This is an optimization exercise on Yosys and OpenROAD, whose aim is small area, a short achievable clock period and few clock cycles per item, not a production implementation. No functional check of the RTL was part of this run.

`flow/config.mk`:
```
export PLATFORM = sky130hd
export DESIGN_NAME = rotation_matrix_to_quaternion_unit
export DESIGN_NICKNAME = rotation_matrix_to_quaternion_unit
export VERILOG_FILES = /design/flow/design.v
export SDC_FILE = /design/flow/constraint.sdc
export NUM_CORES = 4
export LEC_CHECK = 0
export CAP_MARGIN = 20
export CORE_MARGIN = 2
export CORE_UTILIZATION = 40
export SLEW_MARGIN = 20
```
`flow/constraint.sdc`:
```
create_clock -name core_clock -period 19.0 [get_ports {clk}]
set_input_delay 3.8000 -clock core_clock [delete_from_list [all_inputs] [get_ports {clk}]]
set_output_delay 3.8000 -clock core_clock [all_outputs]
set_load 0.01 [all_outputs]
```
`flow/design.v`:
```
module rmq_root_pipe #(
  parameter int SIDE_W = 54
) (
  input  logic               clk,
  input  logic               rst,
  input  logic               in_valid,
  output logic               in_ready,
  input  logic [4*32-1:0]    in_rem,
  input  logic [4*16-1:0]    in_root,
  input  logic [SIDE_W-1:0]  in_side,
  output logic               out_valid,
  input  logic               out_ready,
  output logic [4*32-1:0]    out_rem,
  output logic [4*16-1:0]    out_root,
  output logic [SIDE_W-1:0]  out_side
);
  localparam int ROOT_W      = 16;
  localparam int SQ_W        = 32;
  localparam int ROOT_STAGES = 4;
  localparam int ROOT_PER    = 4;
  logic [ROOT_STAGES:0]   vsrc;
  logic [ROOT_STAGES:0]   rdy;
  logic [4*SQ_W-1:0]      src_rem  [ROOT_STAGES+1];
  logic [4*ROOT_W-1:0]    src_root [ROOT_STAGES+1];
  logic [SIDE_W-1:0]      src_side [ROOT_STAGES+1];
  logic [ROOT_STAGES-1:0] vld;
  assign vsrc[0]          = in_valid;
  assign src_rem[0]       = in_rem;
  assign src_root[0]      = in_root;
  assign src_side[0]      = in_side;
  assign rdy[ROOT_STAGES] = out_ready;
  for (genvar s = 0; s < ROOT_STAGES; s++) begin : g_stage
    logic [4*SQ_W-1:0]   nxt_rem,  dat_rem;
    logic [4*ROOT_W-1:0] nxt_root, dat_root;
    logic [SIDE_W-1:0]   dat_side;
    assign vsrc[s+1]     = vld[s];
    assign src_rem[s+1]  = dat_rem;
    assign src_root[s+1] = dat_root;
    assign src_side[s+1] = dat_side;
    assign rdy[s]        = ~vld[s] | rdy[s+1];
    always_comb begin : c_step
      logic [SQ_W-1:0]   r, cand;
      logic [ROOT_W-1:0] q;
      nxt_rem  = src_rem[s];
      nxt_root = src_root[s];
      for (int l = 0; l < 4; l++) begin
        r = src_rem[s][l*SQ_W +: SQ_W];
        q = src_root[s][l*ROOT_W +: ROOT_W];
        for (int j = 0; j < ROOT_PER; j++) begin
          cand = (SQ_W'(q) << (ROOT_W - s * ROOT_PER - j))
               | (SQ_W'(1) << (2 * (ROOT_W - 1 - s * ROOT_PER - j)));
          if (r >= cand) begin
            r = r - cand;
            q = q | (ROOT_W'(1) << (ROOT_W - 1 - s * ROOT_PER - j));
          end
        end
        nxt_rem[l*SQ_W +: SQ_W]       = r;
        nxt_root[l*ROOT_W +: ROOT_W]  = q;
      end
    end
    always_ff @(posedge clk) begin
      if (rst) begin
        vld[s] <= 1'b0;
      end else if (rdy[s]) begin
        vld[s] <= vsrc[s];
      end
    end
    always_ff @(posedge clk) begin
      if (rdy[s]) begin
        dat_rem  <= nxt_rem;
        dat_root <= nxt_root;
        dat_side <= src_side[s];
      end
    end
  end
  assign in_ready  = rdy[0];
  assign out_valid = vld[ROOT_STAGES-1];
  assign out_rem   = src_rem[ROOT_STAGES];
  assign out_root  = src_root[ROOT_STAGES];
  assign out_side  = src_side[ROOT_STAGES];
endmodule
module rmq_div_pipe #(
  parameter int SIDE_W = 17
) (
  input  logic               clk,
  input  logic               rst,
  input  logic               in_valid,
  output logic               in_ready,
  input  logic [3*34-1:0]    in_rem,
  input  logic [3*17-1:0]    in_quo,
  input  logic [SIDE_W-1:0]  in_side,
  output logic               out_valid,
  input  logic               out_ready,
  output logic [3*34-1:0]    out_rem,
  output logic [3*17-1:0]    out_quo,
  output logic [SIDE_W-1:0]  out_side
);
  localparam int DV_W       = 17;
  localparam int QUO_W      = 17;
  localparam int DIV_W      = 34;
  localparam int DIV_STEPS  = 17;
  localparam int DIV_STAGES = 3;
  localparam int DIV_PER    = 6;
  logic [DIV_STAGES:0]   vsrc;
  logic [DIV_STAGES:0]   rdy;
  logic [3*DIV_W-1:0]    src_rem  [DIV_STAGES+1];
  logic [3*QUO_W-1:0]    src_quo  [DIV_STAGES+1];
  logic [SIDE_W-1:0]     src_side [DIV_STAGES+1];
  logic [DIV_STAGES-1:0] vld;
  assign vsrc[0]         = in_valid;
  assign src_rem[0]      = in_rem;
  assign src_quo[0]      = in_quo;
  assign src_side[0]     = in_side;
  assign rdy[DIV_STAGES] = out_ready;
  for (genvar s = 0; s < DIV_STAGES; s++) begin : g_stage
    logic [3*DIV_W-1:0] nxt_rem, dat_rem;
    logic [3*QUO_W-1:0] nxt_quo, dat_quo;
    logic [SIDE_W-1:0]  dat_side;
    assign vsrc[s+1]     = vld[s];
    assign src_rem[s+1]  = dat_rem;
    assign src_quo[s+1]  = dat_quo;
    assign src_side[s+1] = dat_side;
    assign rdy[s]        = ~vld[s] | rdy[s+1];
    always_comb begin : c_step
      logic [DIV_W-1:0] r, cand;
      logic [QUO_W-1:0] q;
      nxt_rem = src_rem[s];
      nxt_quo = src_quo[s];
      for (int l = 0; l < 3; l++) begin
        r = src_rem[s][l*DIV_W +: DIV_W];
        q = src_quo[s][l*QUO_W +: QUO_W];
        for (int j = 0; j < DIV_PER; j++) begin
          if (DIV_STEPS - 1 - s * DIV_PER - j >= 0) begin
            cand = DIV_W'(src_side[s][DV_W-1:0]) << (DIV_STEPS - 1 - s * DIV_PER - j);
            if (r >= cand) begin
              r = r - cand;
              q = q | (QUO_W'(1) << (DIV_STEPS - 1 - s * DIV_PER - j));
            end
          end
        end
        nxt_rem[l*DIV_W +: DIV_W] = r;
        nxt_quo[l*QUO_W +: QUO_W] = q;
      end
    end
    always_ff @(posedge clk) begin
      if (rst) begin
        vld[s] <= 1'b0;
      end else if (rdy[s]) begin
        vld[s] <= vsrc[s];
      end
    end
    always_ff @(posedge clk) begin
      if (rdy[s]) begin
        dat_rem  <= nxt_rem;
        dat_quo  <= nxt_quo;
        dat_side <= src_side[s];
      end
    end
  end
  assign in_ready  = rdy[0];
  assign out_valid = vld[DIV_STAGES-1];
  assign out_rem   = src_rem[DIV_STAGES];
  assign out_quo   = src_quo[DIV_STAGES];
  assign out_side  = src_side[DIV_STAGES];
endmodule
module rotation_matrix_to_quaternion_unit (
  input  logic               clk,
  input  logic               rst,
  input  logic               in_valid,
  output logic               in_ready,
  input  logic signed [15:0] m00, m01, m02,
  input  logic signed [15:0] m10, m11, m12,
  input  logic signed [15:0] m20, m21, m22,
  output logic               out_valid,
  input  logic               out_ready,
  output logic [14:0]        qw,
  output logic signed [15:0] qx, qy, qz
);
  localparam int FRACTION_BITS = 14;
  localparam int IN_W          = 16;
  localparam int QW_W          = 15;
  localparam int Q_W           = 16;
  localparam int SUM_W         = IN_W + 4;
  localparam int ABS_W         = SUM_W - 1;
  localparam int DIAG_W        = IN_W + 2;
  localparam int ROOT_W        = 16;
  localparam int SQ_W          = 2 * ROOT_W;
  localparam int DIFF_W        = IN_W + 1;
  localparam int DV_W          = QW_W + 2;
  localparam int QUO_W         = Q_W + 1;
  localparam int DIV_W         = DV_W + QUO_W;
  localparam int W_MIN         = (1 << FRACTION_BITS) / 1000 + 1;
  localparam int SIGN_MIN      = (1 << FRACTION_BITS) / 10000 + 1;
  localparam int QPOS_MAX      = 32767;
  localparam int QNEG_MAX      = 32768;
  localparam int RSIDE_W       = 3 * DIFF_W + 3;
  localparam int DSIDE_W       = 6 + 4 * QW_W + 4 + DV_W;
  function automatic logic signed [Q_W-1:0] sat_quo(input logic [QUO_W-1:0] quo,
                                                     input logic neg,
                                                     input logic ovf);
    logic signed [Q_W-1:0] r;
    if (!neg) begin
      if (ovf || quo > QUO_W'(QPOS_MAX)) r = Q_W'(QPOS_MAX);
      else r = Q_W'(quo);
    end else begin
      if (ovf || quo > QUO_W'(QNEG_MAX)) r = Q_W'(QNEG_MAX);
      else r = -(Q_W'(quo));
    end
    sat_quo = r;
  endfunction
  function automatic logic signed [Q_W-1:0] apply_sign(input logic [QW_W-1:0] mag,
                                                        input logic neg);
    logic signed [Q_W-1:0] r;
    r = neg ? -$signed({1'b0, mag}) : $signed({1'b0, mag});
    apply_sign = r;
  endfunction
  logic                 vf, rdy_f;
  logic [4*SQ_W-1:0]    f_rem, f_rem_next;
  logic [RSIDE_W-1:0]   f_side, f_side_next;
  logic                 root_in_ready, root_out_valid;
  logic [4*SQ_W-1:0]    root_rem;
  logic [4*ROOT_W-1:0]  root_root;
  logic [RSIDE_W-1:0]   root_side;
  logic                 vp, rdy_p;
  logic [3*DIV_W-1:0]   p_rem, p_rem_next;
  logic [DSIDE_W-1:0]   p_side, p_side_next;
  logic                 div_in_ready, div_out_valid;
  logic [3*DIV_W-1:0]   div_rem;
  logic [3*QUO_W-1:0]   div_quo;
  logic [DSIDE_W-1:0]   div_side;
  logic                  vo, rdy_o;
  logic [QW_W-1:0]       qw_r;
  logic signed [Q_W-1:0] qx_r, qy_r, qz_r, qx_next, qy_next, qz_next;
  logic signed [SUM_W-1:0]  sum;
  logic [ABS_W-1:0]         sum_abs;
  logic signed [DIAG_W-1:0] t0, t1, t2;
  logic signed [DIFF_W-1:0] dx, dy, dz;
  assign rdy_o    = ~vo | out_ready;
  assign rdy_p    = ~vp | div_in_ready;
  assign rdy_f    = ~vf | root_in_ready;
  assign in_ready = rdy_f;
  always_comb begin
    sum = SUM_W'(m00) + SUM_W'(m11) + SUM_W'(m22) + SUM_W'(1 << FRACTION_BITS);
    sum_abs = sum[SUM_W-1] ? ABS_W'(-sum) : ABS_W'(sum);
    t0 = DIAG_W'(m00) + DIAG_W'(1 << FRACTION_BITS);
    t1 = DIAG_W'(m11) + DIAG_W'(1 << FRACTION_BITS);
    t2 = DIAG_W'(m22) + DIAG_W'(1 << FRACTION_BITS);
    dx = DIFF_W'(m21) - DIFF_W'(m12);
    dy = DIFF_W'(m02) - DIFF_W'(m20);
    dz = DIFF_W'(m10) - DIFF_W'(m01);
    f_rem_next[0*SQ_W +: SQ_W] = SQ_W'(sum_abs) << FRACTION_BITS;
    f_rem_next[1*SQ_W +: SQ_W] = (t0 > 0) ? SQ_W'(t0) << (FRACTION_BITS - 1) : '0;
    f_rem_next[2*SQ_W +: SQ_W] = (t1 > 0) ? SQ_W'(t1) << (FRACTION_BITS - 1) : '0;
    f_rem_next[3*SQ_W +: SQ_W] = (t2 > 0) ? SQ_W'(t2) << (FRACTION_BITS - 1) : '0;
    f_side_next = {dx, dy, dz, m01[IN_W-1], m02[IN_W-1], m12[IN_W-1]};
  end
  always_ff @(posedge clk) begin
    if (rst) begin
      vf <= 1'b0;
    end else if (rdy_f) begin
      vf <= in_valid;
    end
  end
  always_ff @(posedge clk) begin
    if (rdy_f) begin
      f_rem  <= f_rem_next;
      f_side <= f_side_next;
    end
  end
  rmq_root_pipe #(.SIDE_W(RSIDE_W)) u_root (
    .clk       (clk),
    .rst       (rst),
    .in_valid  (vf),
    .in_ready  (root_in_ready),
    .in_rem    (f_rem),
    .in_root   ('0),
    .in_side   (f_side),
    .out_valid (root_out_valid),
    .out_ready (rdy_p),
    .out_rem   (root_rem),
    .out_root  (root_root),
    .out_side  (root_side)
  );
  logic [QW_W-1:0]          w;
  logic signed [DIFF_W-1:0] rdx, rdy_, rdz;
  logic [DIFF_W-1:0]        mag0, mag1, mag2;
  logic [DV_W-1:0]          dv;
  logic [2:0]               neg, ovf;
  always_comb begin
    w = QW_W'(root_root[0 +: ROOT_W] >> 1);
    {rdx, rdy_, rdz} = root_side[RSIDE_W-1:3];
    mag0 = rdx[DIFF_W-1] ? -rdx : rdx;
    mag1 = rdy_[DIFF_W-1] ? -rdy_ : rdy_;
    mag2 = rdz[DIFF_W-1] ? -rdz : rdz;
    dv   = {w, 2'b00};
    neg  = {rdz[DIFF_W-1], rdy_[DIFF_W-1], rdx[DIFF_W-1]};
    p_rem_next[0*DIV_W +: DIV_W] = DIV_W'(mag0) << FRACTION_BITS;
    p_rem_next[1*DIV_W +: DIV_W] = DIV_W'(mag1) << FRACTION_BITS;
    p_rem_next[2*DIV_W +: DIV_W] = DIV_W'(mag2) << FRACTION_BITS;
    ovf[0] = (DIV_W'(mag0) << FRACTION_BITS) >= (DIV_W'(dv) << QUO_W);
    ovf[1] = (DIV_W'(mag1) << FRACTION_BITS) >= (DIV_W'(dv) << QUO_W);
    ovf[2] = (DIV_W'(mag2) << FRACTION_BITS) >= (DIV_W'(dv) << QUO_W);
    p_side_next = {neg, ovf, w,
                   QW_W'(root_root[1*ROOT_W +: ROOT_W]),
                   QW_W'(root_root[2*ROOT_W +: ROOT_W]),
                   QW_W'(root_root[3*ROOT_W +: ROOT_W]),
                   (w >= QW_W'(W_MIN)),
                   root_side[2:0], dv};
  end
  always_ff @(posedge clk) begin
    if (rst) begin
      vp <= 1'b0;
    end else if (rdy_p) begin
      vp <= root_out_valid;
    end
  end
  always_ff @(posedge clk) begin
    if (rdy_p) begin
      p_rem  <= p_rem_next;
      p_side <= p_side_next;
    end
  end
  rmq_div_pipe #(.SIDE_W(DSIDE_W)) u_div (
    .clk       (clk),
    .rst       (rst),
    .in_valid  (vp),
    .in_ready  (div_in_ready),
    .in_rem    (p_rem),
    .in_quo    ('0),
    .in_side   (p_side),
    .out_valid (div_out_valid),
    .out_ready (rdy_o),
    .out_rem   (div_rem),
    .out_quo   (div_quo),
    .out_side  (div_side)
  );
  logic [2:0]      o_neg, o_ovf;
  logic [QW_W-1:0] o_qw, dgx, dgy, dgz;
  logic            divp, n01, n02, n12;
  always_comb begin
    {o_neg, o_ovf, o_qw, dgx, dgy, dgz, divp, n01, n02, n12} = div_side[DSIDE_W-1:DV_W];
    if (divp) begin
      qx_next = sat_quo(div_quo[0*QUO_W +: QUO_W], o_neg[0], o_ovf[0]);
      qy_next = sat_quo(div_quo[1*QUO_W +: QUO_W], o_neg[1], o_ovf[1]);
      qz_next = sat_quo(div_quo[2*QUO_W +: QUO_W], o_neg[2], o_ovf[2]);
    end else if (dgx >= QW_W'(SIGN_MIN)) begin
      qx_next = apply_sign(dgx, 1'b0);
      qy_next = apply_sign(dgy, n01);
      qz_next = apply_sign(dgz, n02);
    end else if (dgy >= QW_W'(SIGN_MIN)) begin
      qx_next = apply_sign(dgx, n01);
      qy_next = apply_sign(dgy, 1'b0);
      qz_next = apply_sign(dgz, n12);
    end else if (dgz >= QW_W'(SIGN_MIN)) begin
      qx_next = apply_sign(dgx, n02);
      qy_next = apply_sign(dgy, n12);
      qz_next = apply_sign(dgz, 1'b0);
    end else begin
      qx_next = apply_sign(dgx, 1'b0);
      qy_next = apply_sign(dgy, 1'b0);
      qz_next = apply_sign(dgz, 1'b0);
    end
  end
  always_ff @(posedge clk) begin
    if (rst) begin
      vo <= 1'b0;
    end else if (rdy_o) begin
      vo <= div_out_valid;
    end
  end
  always_ff @(posedge clk) begin
    if (rdy_o) begin
      qw_r <= o_qw;
      qx_r <= qx_next;
      qy_r <= qy_next;
      qz_r <= qz_next;
    end
  end
  assign out_valid = vo;
  assign qw        = qw_r;
  assign qx        = qx_r;
  assign qy        = qy_r;
  assign qz        = qz_r;
endmodule
```
`flow/run.sh`:
```
#!/bin/bash
# synth_recipe.tcl (not shown) runs the flow's synth.tcl, then flattens the netlist and writes it again
# the make line also repeats each setting of config.mk as NAME=value (left out here)
make -C /OpenROAD-flow-scripts/flow DESIGN_CONFIG=/design/flow/config.mk WORK_HOME=/design/flow/orfs CLKGATE_MAP_FILE= SYNTH_SCRIPT=/design/flow/synth_recipe.tcl finish
```
==> impl_metrics.py <==
metrics = {
    "logic_synthesis": {
        "synthArstFlopShare": 0,
        "yosysSeqAreaShare": 0.310,
        "netlist.area_leader.share": 0.308,
        "synthFlopType": "edfxtp_1",
        "synth_edf_count": 1380,
        "syn-cell-area_um2": 134000,
        "synth_top_cell_by_area": "edfxtp_1",
        "synth_area_leaders": "edfxtp_1 (31%), ha_1 (13%), xnor2_1 (5.6%)",
        "ys_types": 117,
        "yosys_warnings": 9,
        "synth_cells": 15500,
        "ys_ff_latch": 1390,
        "syn_area_per_cell_um2": 8.69,
    },
    "layout": {
        "layout.nets": 17500,
        "fin_util": 0.453,
        "drive_gt1_frac": 0.0798,
        "final_cell_area_um2": 151000,
        "n_fill_cell": 32400,
        "seq_area_um2": 41600,
        "synthToLayoutAreaGrowth_pct": 12.4,
        "stdcell_count": 20500,
        "final_cell_mix": "edfxtp_1 (1380), nor2_1 (1377), ha_1 (1363)",
        "layout_commonest_cell": "edfxtp_1",
        "multi_input_area_um2": 89100,
    },
    "floorplanning": {
        "die_x_um": 584,
        "rows": 212,
        "initial_core_util": 0.403,
        "core_um2": 334000,
        "dieArea_um2": 341000,
        "fp.dieH_um": 584,
        "ios": 213,
    },
    "route": {
        "via_count": 116000,
        "wl_per_cell_um": 18.8,
        "wl_um": 384000,
        "avgViaCountPerCell": 5.69,
        "dr.first_iter.drc_count": 7311,
        "first_pass_iters": 8,
        "route.antenna.remaining_nets": 0,
        "drc": 0,
    },
    "global_route": {
        "overflow": 0,
        "grt_usage": 0.218,
        "grt_pass1_wl_um": 605000,
        "antenna_found_initial": 7,
        "grt_max_degree": 73,
        "grt_pass1_vias": 110000,
    },
    "sta": {
        "fin_crit_sh": 0.951,
        "fin_crit_ns": 18.08,
        "finalSetupTns_ns": 0,
        "slew_headroom": 0.314,
        "drv_slew": 0,
        "skew_ns": 0.108,
        "grt_setup_unrepaired": "yes",
        "finalHoldViolCount": 0,
        "tightest_slew_ns": 1.03,
        "setup_viol": 0,
        "fin_ws_ns": 0.923,
        "max_freq_ghz": 0.0553,
        "whs_ns": 0.356,
    },
    "placement": {
        "hpwl_um": 303000,
        "placed_area_um2": 144000,
        "placed_cells": 20100,
        "gp_congestion": 0.936,
        "dp_slack_ns": -0.463,
        "portBuffers": 212,
    },
    "worst_setup_path": {
        "critPathLaunchType": "register",
        "crit_path_end_kind": "register",
        "cpMostUsedCell": "a21o_1",
        "critical-path-slowest-cell": "edfxtp_1",
        "critPathRequiredTime_ns": 19.56,
        "cp.arrival_ns": 18.64,
        "critPathKind": "register to register",
        "crit_fanout": 26,
        "cpPeakStageDelay_ns": 0.41,
    },
    "clocking": {
        "htree_levels": 4,
        "root_buffer": "clkbuf_16",
        "clock_path_buffers": 4,
        "cts_sinks": 1390,
        "clock_latency_ns": 0.90,
        "clkSlewWorstSetupHoldPaths_ns": 0.06,
        "cts_buffers": 165,
        "tritoncts": "built",
    },
    "run": {
        "drv_cap": 0,
    },
    "hold_path": {
        "hold_path.class": "register to register",
    },
    "run_status": {
        "status": "timing/DRC/antenna clean",
    },
}
registers in the layout, indices dropped and copies added, names as in the netlist, 51 cells and up:
signal and cells:
u_root.g_stage.dat_rem 242, u_root.g_stage.dat_side 216, u_div.g_stage.dat_side 210, u_root.g_stage.dat_root 156
u_div.g_stage.dat_rem 144, u_div.g_stage.dat_quo 105, p_side 70, f_rem 69
f_side 54, p_rem 51
timing repair:
item / CTS / global route
setup endpoints to repair: 40 / 151
hold buffers: 0 / 0
pin swaps: 1 / 112
resized for setup: 7 / 255
cloned: 1 / 2
setup buffers: 3 / 71
Yosys cell counts (34+ instances only):
master	instances
a31oi_1	137
inv_1	974
nor3b_1	51
o21bai_1	168
o31ai_1	269
or4_1	82
a21boi_0	157
or3_1	174
or2_2	88
xor2_1	410
nor2_1	1390
nand3b_1	41
and4_1	45
nor4_1	198
clkbuf_1	282
mux2_2	172
ha_1	1379
a2111oi_0	49
nor3_1	406
nand2_1	1240
and2_1	148
nor2b_1	224
a211o_1	38
buf_1	39
o2111ai_1	39
a21o_1	445
o41ai_1	34
nand3_1	377
fa_1	55
mux2i_1	126
nand4_1	235
a211oi_1	128
o211ai_1	98
o21a_1	256
a21oi_1	1261
o21ai_0	1001
xnor2_1	853
nand2b_1	218
o31a_1	45
edfxtp_1	1380
and3_1	125
critical path, delay by kind of cell, from the launching register on:
family                     cells  cell delay [ns]
AOI/OAI and AO/OA             66            10.23
adders and majority gates      7             1.84
buffers and inverters         11             1.47
DFF                            1             0.41
muxes                          5             1.35
and+or+nand+nor               15             2.42
per-layer routing:
| metal | up-vias | share of wire | GRT usage |
|---|---|---|---|
| met5 | - | 0 | 0 |
| met4 | 0 | 0.033 | 0.0684 |
| met3 | 556 | 0.040 | 0.0178 |
| met2 | 2455 | 0.48 | 0.380 |
| met1 | 54700 | 0.45 | 0.286 |
| li1 | 58600 | - | - |
worst paths after layout:
check,start,to,slack (ns),cells after the start
worst max-delay path,p_side[66],u_div.g_stage[0].dat_rem[19],0.92,104
worst min-delay path,u_root.g_stage[1].dat_side[8],u_root.g_stage[2].dat_side[8],0.36,0
worst max register to register,p_side[66],u_div.g_stage[0].dat_rem[19],0.92,104
worst min register to register,u_root.g_stage[1].dat_side[8],u_root.g_stage[2].dat_side[8],0.36,0
layout make-up:
cell class / count / area share
Multi-Input combinational cell: 12700 / 0.590
Clock buffer: 192 / 0.0283
Inverter: 1001 / 0.0253
Timing Repair Buffer: 640 / 0.0366
Clock inverter: 102 / 0.00828
Sequential cell: 1390 / 0.276
Tap cell: 4387 / 0.0363
Antenna cell: 9 / 0.000149
logic make-up after synthesis:
kind of cell    share of synthesized area
compound gates                      0.218
xor+xnor                           0.0824
fa+ha+maj                           0.137
buf+inv                            0.0379
flops                               0.310
mux                                0.0242
other cells                     0.0000279
simple gates                        0.192

port drivers added, routing unchanged:
Ports are ideal in the flow. The routed layout listed here was re-timed in OpenROAD. Step 1 (the two cells are an assumption about what drives the block):
set clk [get_ports {clk}]
set_driving_cell -lib_cell sky130_fd_sc_hd__clkbuf_16 $clk
set_driving_cell -lib_cell sky130_fd_sc_hd__buf_2 [delete_from_list [all_inputs] $clk]
Step 2, shift: input delay + t, output delay - t, t = (earliest + latest rising clock arrival at the registers) / 2. This alone moves slack from input paths to output paths. Slacks: ideal / step 1 / step 2; pairs: ideal / step 1.
t (ns): 0.943
setup WS [ns]: 0.923 / 0.923 / 0.923
worst setup path after step 2: register to register
worst slew at a driven data input, ns: 0.08
After both steps setup and hold are still met in this run. The setup slack of this run moves by 0.000 ns with the drivers and by 0.000 ns with both steps.
